Source: an optimization exercise on an open RTL-to-GDS flow (aim: small area). Production flows keep margins and buffers that such runs may drop.
Only simulation tests tie the RTL to the original design; equivalence was not proved.
Power and IR drop assume default switching activity.

Setup of run B:
==> flow/design.v <==
package gcm_pkg;
  localparam int BLOCK_W = 128;
endpackage
module gctr_stream #(
  parameter int S         = 32,
  parameter int LEN_WIDTH = 32,
  parameter int DEPTH     = 4
) (
  input  logic                 clk,
  input  logic                 rst,
  input  logic                 start,
  input  logic [127:0]         icb_in,
  input  logic [LEN_WIDTH-1:0] msg_len_bits,
  input  logic                 din_valid,
  output logic                 din_ready,
  input  logic [127:0]         din,
  output logic                 aes_req_valid,
  input  logic                 aes_req_ready,
  output logic [127:0]         aes_req_block,
  input  logic                 aes_rsp_valid,
  input  logic [127:0]         aes_rsp_block,
  output logic                 dout_valid,
  input  logic                 dout_ready,
  output logic [127:0]         dout,
  output logic                 dout_last,
  output logic [7:0]           dout_nbits,
  output logic                 busy,
  output logic                 done,
  output logic                 err
);
  localparam int BW = LEN_WIDTH - 7;    
  localparam logic [1:0] ST_IDLE  = 2'd0;
  localparam logic [1:0] ST_RUN   = 2'd1;
  localparam logic [1:0] ST_DRAIN = 2'd2;
  localparam logic [1:0] ST_FIN   = 2'd3;
  logic [1:0]    state_q;
  logic [127:0]  cb_q;
  logic [BW-1:0] left_q;       
  logic [6:0]    rem_q;
  logic          err_q;
  logic [2:0]    wp_q, sp_q, rp_q;
  logic [127:0]  mem_q [4];
  logic idle, run, drain;
  logic accept, rsp_ok, stray, opop;
  logic last_acc;
  logic full;
  logic [3:0] wsel, usel;
  assign idle  = (state_q == ST_IDLE);
  assign run   = (state_q == ST_RUN);
  assign drain = (state_q == ST_DRAIN);
  assign full          = (wp_q[1:0] == rp_q[1:0]) && (wp_q[2] != rp_q[2]);
  assign din_ready     = run && aes_req_ready && !full;
  assign aes_req_valid = din_ready && din_valid;
  assign aes_req_block = cb_q;
  assign accept        = aes_req_valid;
  assign rsp_ok = aes_rsp_valid && (sp_q != wp_q);
  assign stray  = aes_rsp_valid && (sp_q == wp_q);
  assign dout_valid = (rp_q != sp_q);
  assign opop       = dout_valid && dout_ready;
  assign dout_last  = drain && (rp_q[1:0] + 2'd1 == wp_q[1:0]);
  assign dout_nbits = (dout_last && rem_q != 7'd0) ? {1'b0, rem_q} : 8'd128;
  logic        cut;
  logic [15:0] gt_h, eq_h;
  logic [7:0]  ge_l;
  assign cut = dout_last && rem_q != 7'd0;
  logic [3:0]  rsel;
  always_comb begin
    for (int h = 0; h < 16; h++) begin
      gt_h[h] = cut && (4'(h) > rem_q[6:3]);
      eq_h[h] = cut && (4'(h) == rem_q[6:3]);
    end
    for (int l = 0; l < 8; l++) ge_l[l] = (3'(l) >= rem_q[2:0]);
    for (int s = 0; s < 4; s++) rsel[s] = (rp_q[1:0] == 2'(s));
  end
  for (genvar i = 0; i < 128; i++) begin : g_out
    if (i / 8 != 0 && i % 8 != 7) begin : g_full
      gctr_out_bit u_out (
        .q_i   ({mem_q[3][127-i], mem_q[2][127-i], mem_q[1][127-i], mem_q[0][127-i]}),
        .seln_i(~rsel),
        .gt_i  (gt_h[i/8]),
        .eq_i  (eq_h[i/8]),
        .ge_i  (ge_l[i%8]),
        .d_o   (dout[127-i])
      );
    end else if (i / 8 != 0) begin : g_ge
      gctr_out_bit_ge u_out (
        .q_i   ({mem_q[3][127-i], mem_q[2][127-i], mem_q[1][127-i], mem_q[0][127-i]}),
        .seln_i(~rsel),
        .gt_i  (gt_h[i/8]),
        .eq_i  (eq_h[i/8]),
        .d_o   (dout[127-i])
      );
    end else if (i % 8 != 7) begin : g_gt
      gctr_out_bit_gt u_out (
        .q_i   ({mem_q[3][127-i], mem_q[2][127-i], mem_q[1][127-i], mem_q[0][127-i]}),
        .seln_i(~rsel),
        .eq_i  (eq_h[i/8]),
        .ge_i  (ge_l[i%8]),
        .d_o   (dout[127-i])
      );
    end else begin : g_eq
      gctr_out_bit_eq u_out (
        .q_i   ({mem_q[3][127-i], mem_q[2][127-i], mem_q[1][127-i], mem_q[0][127-i]}),
        .seln_i(~rsel),
        .eq_i  (eq_h[i/8]),
        .d_o   (dout[127-i])
      );
    end
  end
  assign busy = !idle;
  assign done = (state_q == ST_FIN);
  assign err  = err_q;
  assign last_acc = (left_q[BW-1:1] == '0) && (left_q[0] == (rem_q == 7'd0));
  always_comb begin
    for (int s = 0; s < 4; s++) begin
      wsel[s] = accept && (wp_q[1:0] == 2'(s));
      usel[s] = rsp_ok && (sp_q[1:0] == 2'(s));
    end
  end
  logic [127:0] mem_d [4];
  for (genvar s = 0; s < 4; s++) begin : g_slot
    for (genvar b = 0; b < 128; b++) begin : g_bit
      gctr_slot_bit u_bit (
        .q_i (mem_q[s][b]),
        .d_i (din[b]),
        .k_i (aes_rsp_block[b]),
        .w_i (wsel[s]),
        .wn_i(!wsel[s]),
        .u_i (usel[s]),
        .q_o (mem_d[s][b])
      );
    end
  end
  always_ff @(posedge clk) begin
    for (int s = 0; s < 4; s++) mem_q[s] <= mem_d[s];
  end
  always_ff @(posedge clk) begin
    if (idle) begin
      cb_q   <= icb_in;
      left_q <= msg_len_bits[LEN_WIDTH-1:7];
      rem_q  <= msg_len_bits[6:0];
    end else begin
      cb_q[31:0] <= cb_q[31:0] + {31'd0, accept};
      left_q     <= left_q - {{(BW-1){1'b0}}, accept};
    end
  end
  always_ff @(posedge clk or posedge rst) begin
    if (rst) begin
      state_q <= ST_IDLE;
      err_q   <= 1'b0;
      wp_q    <= '0;
      sp_q    <= '0;
      rp_q    <= '0;
    end else begin
      if (accept) wp_q <= wp_q + 3'd1;
      if (rsp_ok) sp_q <= sp_q + 3'd1;
      if (opop)   rp_q <= rp_q + 3'd1;
      if (stray)               err_q <= 1'b1;
      else if (idle && start)  err_q <= 1'b0;
      case (state_q)
        ST_IDLE:  if (start) state_q <= (msg_len_bits == '0) ? ST_FIN : ST_RUN;
        ST_RUN:   if (accept && last_acc) state_q <= ST_DRAIN;
        ST_DRAIN: if (opop && dout_last) state_q <= ST_FIN;
        default:  state_q <= ST_IDLE;
      endcase
    end
  end
endmodule
module gctr_slot_bit (
  input  logic q_i,
  input  logic d_i,
  input  logic k_i,
  input  logic w_i,
  input  logic wn_i,
  input  logic u_i,
  output logic q_o
);
  assign q_o = !((w_i & d_i) | (wn_i & !(q_i ^ (k_i & u_i))));
endmodule
module gctr_out_bit (
  input  logic [3:0] q_i,
  input  logic [3:0] seln_i,
  input  logic       gt_i,
  input  logic       eq_i,
  input  logic       ge_i,
  output logic       d_o
);
  assign d_o = !(&(q_i | seln_i)) & !(gt_i || (eq_i && ge_i));
endmodule
module gctr_out_bit_ge (
  input  logic [3:0] q_i,
  input  logic [3:0] seln_i,
  input  logic       gt_i,
  input  logic       eq_i,
  output logic       d_o
);
  assign d_o = !(&(q_i | seln_i)) & !(gt_i || eq_i);
endmodule
module gctr_out_bit_gt (
  input  logic [3:0] q_i,
  input  logic [3:0] seln_i,
  input  logic       eq_i,
  input  logic       ge_i,
  output logic       d_o
);
  assign d_o = !(&(q_i | seln_i)) & !(eq_i && ge_i);
endmodule
module gctr_out_bit_eq (
  input  logic [3:0] q_i,
  input  logic [3:0] seln_i,
  input  logic       eq_i,
  output logic       d_o
);
  assign d_o = !(&(q_i | seln_i)) & !eq_i;
endmodule
Settings: LEC_CHECK=0, CAP_MARGIN=10, CORE_MARGIN=2, CORE_UTILIZATION=40, SLEW_MARGIN=10, SYNTH_HIERARCHICAL=1; clock period 6.0 ns.
standard.sh (not shown) runs the stock make flow with config.mk's settings and CLKGATE_MAP_FILE= SYNTH_SCRIPT=/design/flow/synth_recipe.tcl, a recipe that flattens the netlist after the stock synthesis.
==> flow/flow/run.sh <==
#!/bin/bash
# Own layout flow: the standard layout (standard.sh) with these changes,
# which only affect how the layout is made:
#  - ABC maps the combinational logic with an area-oriented script
#    (area.abc) instead of the speed script;
#  - every port still gets a buffer, but the smallest one (buf_1);
#  - clock-tree synthesis uses clkbuf_8 only, 16-sink clusters, and
#    no dummy loads.
# Each tool's full output is in orfs/logs/; make's output is in flow_make.log.
set -euo pipefail
W=$(pwd)
F=$W/flow
{
  cat <<EOT
proc abc {args} {
  set i [lsearch -exact \$args -script]
  if {\$i >= 0} { set args [lreplace \$args [expr {\$i + 1}] [expr {\$i + 1}] $F/area.abc] }
  yosys abc {*}\$args
}
EOT
  sed '/^source .*synth\.tcl$/a read_verilog -overwrite '"$F"'/cells.v' "$W/synth_recipe.tcl"
} > "$W/flow_synth.tcl"
grep -q "read_verilog -overwrite $F/cells.v" "$W/flow_synth.tcl"
bash "$W/standard.sh" "SYNTH_SCRIPT=$W/flow_synth.tcl" \
  "BUFFER_PORTS_ARGS=-buffer_cell sky130_fd_sc_hd__buf_1" \
  "CTS_ARGS=-sink_clustering_enable -repair_clock_nets -dont_use_dummy_load -sink_clustering_size 16 -sink_clustering_max_diameter 60 -buf_list sky130_fd_sc_hd__clkbuf_8" \
  finish \
  > "$W/flow_make.log" 2>&1
Other scripts of this flow, unchanged in this note and not shown: flow/flow/area.abc, flow/flow/cells.v
Inputs modified between run B and run M:
-- flow/flow/run.sh --
<<< run B, line 7
#  - clock-tree synthesis uses clkbuf_8 only, 16-sink clusters, and
>>> run M, line 7
#  - clock-tree synthesis uses clkbuf_16 only, larger sink clusters, and
<<< run B, line 26
  "CTS_ARGS=-sink_clustering_enable -repair_clock_nets -dont_use_dummy_load -sink_clustering_size 16 -sink_clustering_max_diameter 60 -buf_list sky130_fd_sc_hd__clkbuf_8" \
>>> run M, line 26
  "CTS_ARGS=-sink_clustering_enable -repair_clock_nets -dont_use_dummy_load -sink_clustering_size 25 -sink_clustering_max_diameter 80 -buf_list sky130_fd_sc_hd__clkbuf_16" \
Results
- Re worst-case hold slack: run B was lower than run M.
- Relative contribution of combinational cells to total power in run M is 0.7 points lower than in run B
- [compare] base=run B new=run M: max-slew violation count was more or less identical, sequential cell area in the final layout neither gained nor lost much, cell area after layout climbed 0.48%.
- Diff run B -> run M: total power higher, count of clock-net buffers in the final layout lost about 33%.

[port drivers added, routing unchanged]
Ports are ideal in the flow. The routed layouts listed here were re-timed in OpenROAD. Step 1: set_driving_cell puts a clkbuf_16 on clk and a buf_2 on each other input, an assumption about the parent block. Step 2, shift: input delay + t, output delay - t, t = (earliest + latest rising clock arrival at the registers) / 2. This alone moves slack from input paths to output paths. a / b / c = no drivers / after step 1 / after step 2; a / b = the first two.
run | shift t [ns] | slack for setup (ns) | worst data-port slew with drivers (ns)
run B | 0.754 | 0.440 / 0.374 / 0.829 | 0.15
run M | 0.651 | 0.519 / 0.449 / 0.810 | 0.16
After both steps every run listed still meets setup and hold.
